This design comes from an exercise in tuning for a short achievable clock period and few clock cycles on the open sky130 flow, not from production work.
Power figures rest on the tool's default switching activity, not on a simulated workload.

==> flow/design.v (excerpt) <==
module mipsPipe (
	input  logic clk,
	input  logic reset,
	output logic [32-1:0] imemAddr,
	input  logic [32-1:0] imemData,
	output logic [32-1:0] dmemAddr,
	output logic [32-1:0] dmemWdata,
	output logic dmemWe,
	input  logic [32-1:0] dmemRdata
);
	localparam int FST_LOG = 3;
	localparam int FST_N = 1 << FST_LOG;
	logic [31:2] pc;
	logic seqF;
	logic dValid;
	logic [31:0] dInstr;
	logic [31:2] dPcPlus4;
	logic [31:2] bTargetD;
	logic [31:2] dPc;
	logic dFetchedTaken;
	logic dPred;
	logic redirectD;
	logic eRegWrite, eMemToReg, eMemWrite, eBranch;
	logic eSub, eSelArith, eSelAnd, eSelOr, eSelSlt;
	logic ePred;
	logic [31:0] eA, eB, eOpBx;
	logic [31:2] eRecover;
	logic [4:0] eWReg;
	logic mRegWrite, mMemToReg, mMemWrite;
	logic [31:0] mAlu, mWData;
	logic [4:0] mWReg;
	logic loadStall;
	logic redirectE;
	logic [31:0] aluE;
	logic [31:2] pcPlus4F, jTargetF, seqNextF, fstTargetF;
	logic jumpF, fstHitF;
	assign imemAddr = {pc, 2'b00};
	assign jumpF = imemData[31:26] == 6'b000010;
	prefixAdd #(.W(30)) incF (.a(pc), .b(30'd0), .cin(1'b1), .s(pcPlus4F));
	assign jTargetF = {pcPlus4F[31:28], imemData[25:0]};
	logic fstValid [FST_N];
	logic fstTaken [FST_N];
	logic [31:2] fstKey [FST_N];
	logic [31:2] fstKeyM4 [FST_N];
	logic [31:2] fstTarget [FST_N];
	logic [FST_LOG-1:0] fstPtr;
	logic fstTakenF;
	logic installFold, installTaken;
	logic [FST_N-1:0] seqHitR, tgtHitR, hitVecF;
	logic luValidR, luSeqR;
	always_ff @(posedge clk) begin
		for (int i = 0; i < FST_N; i++) begin
			if (instR && fstPtr == i) begin
				seqHitR[i] <= 1'b0;
				tgtHitR[i] <= 1'b0;
			end else if (!loadStall) begin
				seqHitR[i] <= fstValid[i] && fstKeyM4[i] == pc;
				tgtHitR[i] <= fstValid[i] && fstKey[i] == fstTargetF;
			end
		end
	end
	always_ff @(posedge clk) begin
		if (!loadStall) begin
			luSeqR <= !fstHitF;
		end
	end
	always_ff @(posedge clk) begin
		if (reset || redirectE) begin
			luValidR <= 1'b0;
  ...
Size: about 6100 cells after synthesis, ~2200 flip-flops.
export LEC_CHECK = 0
export ABC_CLOCK_PERIOD_IN_PS = 2500
export CAP_MARGIN = 35
export CORE_MARGIN = 2
export CORE_UTILIZATION = 55
export SETUP_SLACK_MARGIN = 4.0
export SLEW_MARGIN = 35
create_clock -name core_clock -period 7.0 [get_ports {clk}]
standard.sh (not shown) runs the stock make flow with config.mk's settings and CLKGATE_MAP_FILE= SYNTH_SCRIPT=/design/flow/synth_recipe.tcl, a recipe that flattens the netlist after the stock synthesis.
==> flow/flow/run.sh <==
#!/bin/bash
# The standard layout, with extra rounds of timing repair after global routing
# (flow/post_grt.tcl). The whole make output goes to flow_make.log here.
set -euo pipefail
export POST_GLOBAL_ROUTE_TCL="$PWD/flow/post_grt.tcl"
bash standard.sh finish > flow_make.log 2>&1
==> flow/flow/post_grt.tcl <==
# More timing repair on global-route parasitics before detailed routing: each round repairs,
# legalizes the placement and reroutes what changed, as global_route.tcl does once.
set rounds 3
if {[info exists ::env(EXTRA_REPAIR_ROUNDS)]} { set rounds $::env(EXTRA_REPAIR_ROUNDS) }
for {set i 0} {$i < $rounds} {incr i} {
  log_cmd estimate_parasitics -global_routing
  puts "extra repair round $i: worst slack [sta::worst_slack_cmd max]"
  repair_timing_helper
  log_cmd global_route -start_incremental
  log_cmd detailed_placement
  log_cmd global_route -end_incremental
}
log_cmd estimate_parasitics -global_routing
puts "after extra repair rounds: worst slack [sta::worst_slack_cmd max]"
Then changed:
--- a/flow/design.v
+++ b/flow/design.v
@@ -222,22 +222,24 @@
 	logic [31:2] eRecover;
 	logic [4:0] eWReg;
 	logic mRegWrite, mMemToReg, mMemWrite;
 	logic [31:0] mAlu, mWData;
 	logic [4:0] mWReg;
 	logic loadStall;
 	logic redirectE;
 	logic [31:0] aluE;
-	logic [31:2] pcPlus4F, jTargetF, seqNextF, fstTargetF;
+	logic [31:2] pcPlus4F, bTargetF, jTargetF, seqNextF, fstTargetF;
 	logic jumpF, fstHitF;
 	assign imemAddr = {pc, 2'b00};
 	assign jumpF = imemData[31:26] == 6'b000010;
 	prefixAdd #(.W(30)) incF (.a(pc), .b(30'd0), .cin(1'b1), .s(pcPlus4F));
 	assign jTargetF = {pcPlus4F[31:28], imemData[25:0]};
+	prefixAdd #(.W(30)) brAddF (.a(pc), .b({{14{imemData[15]}}, imemData[15:0]}), .cin(1'b1),
+		.s(bTargetF));
 	logic fstValid [FST_N];
 	logic fstTaken [FST_N];
 	logic [31:2] fstKey [FST_N];
 	logic [31:2] fstKeyM4 [FST_N];
 	logic [31:2] fstTarget [FST_N];
 	logic [FST_LOG-1:0] fstPtr;
 	logic fstTakenF;
 	logic installFold, installTaken;
@@ -343,23 +345,25 @@
 			dValid <= !jumpF && !redirectD;
 		end
 	end
 	always_ff @(posedge clk) begin
 		if (!loadStall) begin
 			dInstr <= imemData;
 			dPcPlus4 <= pcPlus4F;
 			dPc <= pc;
+			bTargetD <= bTargetF;
 			dFetchedTaken <= fstHitF && fstTakenF;
 		end
 	end
 	logic [4:0] rsD, rtD, wRegD;
 	logic regWriteD, memToRegD, memWriteD, branchD, aluSrcD, subD;
 	logic selArithD, selAndD, selOrD, selSltD, usesRtD;
-	logic [31:0] rfA, rfB, srcAD, srcBD, immD, resultM, opBD;
+	logic [31:0] rfA, rfB, dA, dB, srcAD, srcBD, immD, resultM, opBD;
+	logic [4:0] rsF, rtF;
 	logic fwdAE, fwdBE;
 	assign rsD = dInstr[25:21];
 	assign rtD = dInstr[20:16];
 	controlUnit ctl (
 		.instr(dInstr),
 		.valid(dValid),
 		.regWrite(regWriteD),
 		.memToReg(memToRegD),
@@ -373,28 +377,50 @@
 		.selSlt(selSltD),
 		.usesRt(usesRtD),
 		.writeReg(wRegD)
 	);
 	assign resultM = mMemToReg ? dmemRdata : mAlu;
 	regFile rf (
 		.clk(clk),
 		.writeEn(mRegWrite),
-		.readAddrA(rsD),
-		.readAddrB(rtD),
+		.readAddrA(rsF),
+		.readAddrB(rtF),
 		.writeAddr(mWReg),
 		.writeData(resultM),
 		.readDataA(rfA),
 		.readDataB(rfB)
 	);
-	assign srcAD = (mRegWrite && mWReg == rsD) ? resultM : rfA;
-	assign srcBD = (mRegWrite && mWReg == rtD) ? resultM : rfB;
+	assign rsF = imemData[25:21];
+	assign rtF = imemData[20:16];
+	always_ff @(posedge clk) begin
+		if (loadStall) begin
+			dA <= srcAD;
+			dB <= srcBD;
+		end else begin
+			if (eRegWrite && !eMemToReg && eWReg == rsF) begin
+				dA <= aluE;
+			end else if (mRegWrite && mWReg == rsF) begin
+				dA <= resultM;
+			end else begin
+				dA <= rfA;
+			end
+			if (eRegWrite && !eMemToReg && eWReg == rtF) begin
+				dB <= aluE;
+			end else if (mRegWrite && mWReg == rtF) begin
+				dB <= resultM;
+			end else begin
+				dB <= rfB;
+			end
+		end
+	end
+	assign srcAD = (mRegWrite && mWReg == rsD) ? resultM : dA;
+	assign srcBD = (mRegWrite && mWReg == rtD) ? resultM : dB;
 	assign immD = {{16{dInstr[15]}}, dInstr[15:0]};
 	assign opBD = aluSrcD ? immD : (subD ? ~srcBD : srcBD);
-	prefixAdd #(.W(30)) brAddD (.a(dPcPlus4), .b(immD[29:0]), .cin(1'b0), .s(bTargetD));
 	assign dPred = branchD && ((rsD == rtD) || dInstr[15]);
 	assign redirectD = dPred && !dFetchedTaken && !loadStall;
 	assign fwdAE = eRegWrite && eWReg == rsD;
 	assign fwdBE = eRegWrite && eWReg == rtD;
 	assign loadStall = dValid && eMemToReg && ((eWReg == rsD) || (usesRtD && eWReg == rtD));
 	always_ff @(posedge clk) begin
 		if (reset || redirectE || loadStall) begin
 			eRegWrite <= 1'b0;
Result:
- non-clock buffer count came out lower by 49
- cell count came out higher by 4.1%
- setup slack is worse by 0.029 ns
- design area came out higher by about 2.6%
- die area came out higher by 3.5%
- via count came out higher by 3.9%
- synthesized area came out higher by 3.5%
- routed wire length came out higher by 6.0%
- maximum frequency came out lower by 0.86%
- sequential power came out higher by about 4%
No run of this note included a check of the RTL's function; only the layout flow was run.


main:
Another version of the RTL of mipsPipe (not shown whole).
Size in the first run: ~6,900 cells after synthesis, about 2,300 flip-flops.
==> flow/design.v (excerpt) <==
module mipsPipe (
	input  logic clk,
	input  logic reset,
	output logic [32-1:0] imemAddr,
	input  logic [32-1:0] imemData,
	output logic [32-1:0] dmemAddr,
	output logic [32-1:0] dmemWdata,
	output logic dmemWe,
	input  logic [32-1:0] dmemRdata
);
Settings: LEC_CHECK=0, ABC_CLOCK_PERIOD_IN_PS=2500, CAP_MARGIN=35, CORE_MARGIN=2, CORE_UTILIZATION=55, SETUP_SLACK_MARGIN=4.0, SLEW_MARGIN=35; clock period 7.0 ns.
Scripts as last shown in full above: flow/flow/run.sh, flow/flow/post_grt.tcl
main finished end to end and its layout was clean on timing, DRC and antenna.
Modified inputs, the feature branch compared to main
-- flow/design.v --
<<< main, line 243
	logic [31:2] bTargetD;
	logic [31:2] dPc;
	logic dPredF;
	logic dFetchedTaken;
	logic dPred;
>>> the feature branch, line 243
	logic [31:2] bTargetD;
	logic [31:2] dPc;
	logic dFetchedTaken;
	logic dPred;
<<< main, line 275
	logic fstTakenF;
	logic installFold, installTaken;
	logic [FST_N-1:0] seqHitVec, tgtHitVec, tgtHitSeqVec, tgtHitTgtVec;
	logic [31:2] seqLuTarget, tgtLuTarget;
	logic seqLuTaken, tgtLuTaken;
	logic seqLuHitR, tgtLuHitR, luValidR, luSeqR;
	logic seqLuTakenR, tgtLuTakenR;
	logic [31:2] seqLuTargetR, tgtLuTargetR;
	always_comb begin
		seqLuTarget = '0;
		tgtLuTarget = '0;
		seqLuTaken = 1'b0;
		tgtLuTaken = 1'b0;
		for (int i = 0; i < FST_N; i++) begin
			seqHitVec[i] = fstValid[i] && fstKeyM4[i] == pc && !(instR && fstPtr == i);
			tgtHitSeqVec[i] = fstKey[i] == seqLuTargetR;
			tgtHitTgtVec[i] = fstKey[i] == tgtLuTargetR;
			tgtHitVec[i] = fstValid[i] && (luSeqR ? tgtHitSeqVec[i] : tgtHitTgtVec[i]) &&
				!(instR && fstPtr == i);
			seqLuTarget = seqLuTarget | ({30{seqHitVec[i]}} & fstTarget[i]);
			tgtLuTarget = tgtLuTarget | ({30{tgtHitVec[i]}} & fstTarget[i]);
			seqLuTaken = seqLuTaken | (seqHitVec[i] & fstTaken[i]);
			tgtLuTaken = tgtLuTaken | (tgtHitVec[i] & fstTaken[i]);
		end
	end
	always_ff @(posedge clk) begin
		if (!loadStall) begin
			seqLuHitR <= |seqHitVec;
			tgtLuHitR <= |tgtHitVec;
			seqLuTakenR <= seqLuTaken;
			tgtLuTakenR <= tgtLuTaken;
			seqLuTargetR <= seqLuTarget;
			tgtLuTargetR <= tgtLuTarget;
			luSeqR <= !fstHitF;
		end
>>> the feature branch, line 274
	logic fstTakenF;
	logic installFold, installTaken;
	logic [FST_N-1:0] seqHitR, tgtHitR, hitVecF;
	logic luValidR, luSeqR;
	always_ff @(posedge clk) begin
		for (int i = 0; i < FST_N; i++) begin
			if (instR && fstPtr == i) begin
				seqHitR[i] <= 1'b0;
				tgtHitR[i] <= 1'b0;
			end else if (!loadStall) begin
				seqHitR[i] <= fstValid[i] && fstKeyM4[i] == pc;
				tgtHitR[i] <= fstValid[i] && fstKey[i] == fstTargetF;
			end
		end
	end
	always_ff @(posedge clk) begin
		if (!loadStall) begin
			luSeqR <= !fstHitF;
		end
<<< main, line 316
		end
	end
	assign fstHitF = luValidR && (luSeqR ? seqLuHitR : tgtLuHitR);
	assign fstTargetF = luSeqR ? seqLuTargetR : tgtLuTargetR;
	assign fstTakenF = luSeqR ? seqLuTakenR : tgtLuTakenR;
	assign seqNextF = fstHitF ? fstTargetF : pcPlus4F;
	always_ff @(posedge clk) begin
>>> the feature branch, line 299
		end
	end
	assign hitVecF = luSeqR ? seqHitR : tgtHitR;
	always_comb begin
		fstTargetF = '0;
		fstTakenF = 1'b0;
		for (int i = 0; i < FST_N; i++) begin
			fstTargetF = fstTargetF | ({30{hitVecF[i]}} & fstTarget[i]);
			fstTakenF = fstTakenF | (hitVecF[i] & fstTaken[i]);
		end
	end
	assign fstHitF = luValidR && (|hitVecF);
	assign seqNextF = fstHitF ? fstTargetF : pcPlus4F;
	always_ff @(posedge clk) begin
<<< main, line 391
			dPcPlus4 <= pcPlus4F;
			dPc <= pc;
			dPredF <= imemData[31:26] == 6'b000100 &&
				((imemData[25:21] == imemData[20:16]) || imemData[15]);
			bTargetD <= bTargetF;
			dFetchedTaken <= fstHitF && fstTakenF;
>>> the feature branch, line 381
			dPcPlus4 <= pcPlus4F;
			dPc <= pc;
			bTargetD <= bTargetF;
			dFetchedTaken <= fstHitF && fstTakenF;
<<< main, line 459
	assign immD = {{16{dInstr[15]}}, dInstr[15:0]};
	assign opBD = aluSrcD ? immD : (subD ? ~srcBD : srcBD);
	assign dPred = dValid && dPredF;
	assign redirectD = dPred && !dFetchedTaken && !loadStall;
	assign fwdAE = eRegWrite && eWReg == rsD;
>>> the feature branch, line 447
	assign immD = {{16{dInstr[15]}}, dInstr[15:0]};
	assign opBD = aluSrcD ? immD : (subD ? ~srcBD : srcBD);
	assign dPred = branchD && ((rsD == rtD) || dInstr[15]);
	assign redirectD = dPred && !dFetchedTaken && !loadStall;
	assign fwdAE = eRegWrite && eWReg == rsD;
Results
- The feature branch was carried through to the last stage, and its layout satisfied the timing, DRC and antenna checks.
- Cell area reported after detailed placement was lower in the feature branch than in main.
- Compared with main, in the feature branch global-route usage increased 0.21 points, global-route wire length before repair lost about 3.6%.
- main → the feature branch: highest clock frequency the design can meet lost about 1.1%; met1 usage -0.59 points; area of the multi-input gates decreased by 4.0% relative to the old numbers.
- Relative to main, worst reg-to-reg path cell count has gone down in the feature branch.
- The feature branch ends up with a fraction of standard cell area in multi-input logic that is 0.27 points lower than in main.
- Going from main to the feature branch, post-synthesis xor/xnor area fraction increased 0.28 points, number of global-route vias before repair decreased about 5%, number of stages on the worst setup path decreased 2.
Function was not checked in any run of this note: the RTL went through the layout flow alone.

==> static timing again, ports no longer ideal <==
No port has a modelled driver above. Below, the same layouts with a new extraction and two added sets of constraints. Step 1 (the two cells are an assumption about what drives the block):
set clk [get_ports {clk}]
set_driving_cell -lib_cell sky130_fd_sc_hd__clkbuf_16 $clk
set_driving_cell -lib_cell sky130_fd_sc_hd__buf_2 [delete_from_list [all_inputs] $clk]
Step 2 also shifts input and output timing later by t, the mid clock arrival at the registers, as if the neighbouring blocks saw the same clock. a / b / c = no drivers / after step 1 / after step 2; a / b = the first two.
| run | t (ns) | slack for setup (ns) | worst slew at a driven data input, ns |
|---|---|---|---|
| the first run of note 1 | 0.944 | 3.679 / 3.679 / 3.131 | 0.04 |
| the second run of note 1 | 0.976 | 3.650 / 3.650 / 2.758 | 0.25 |
| main | 0.988 | 3.700 / 3.700 / 2.712 | 0.46 |
| the feature branch | 0.956 | 3.663 / 3.663 / 2.795 | 0.36 |
After both steps setup and hold are still met in every run listed. The setup slack of main, which loses most, moves by 0.000 ns with the drivers and by -0.988 ns with both steps.
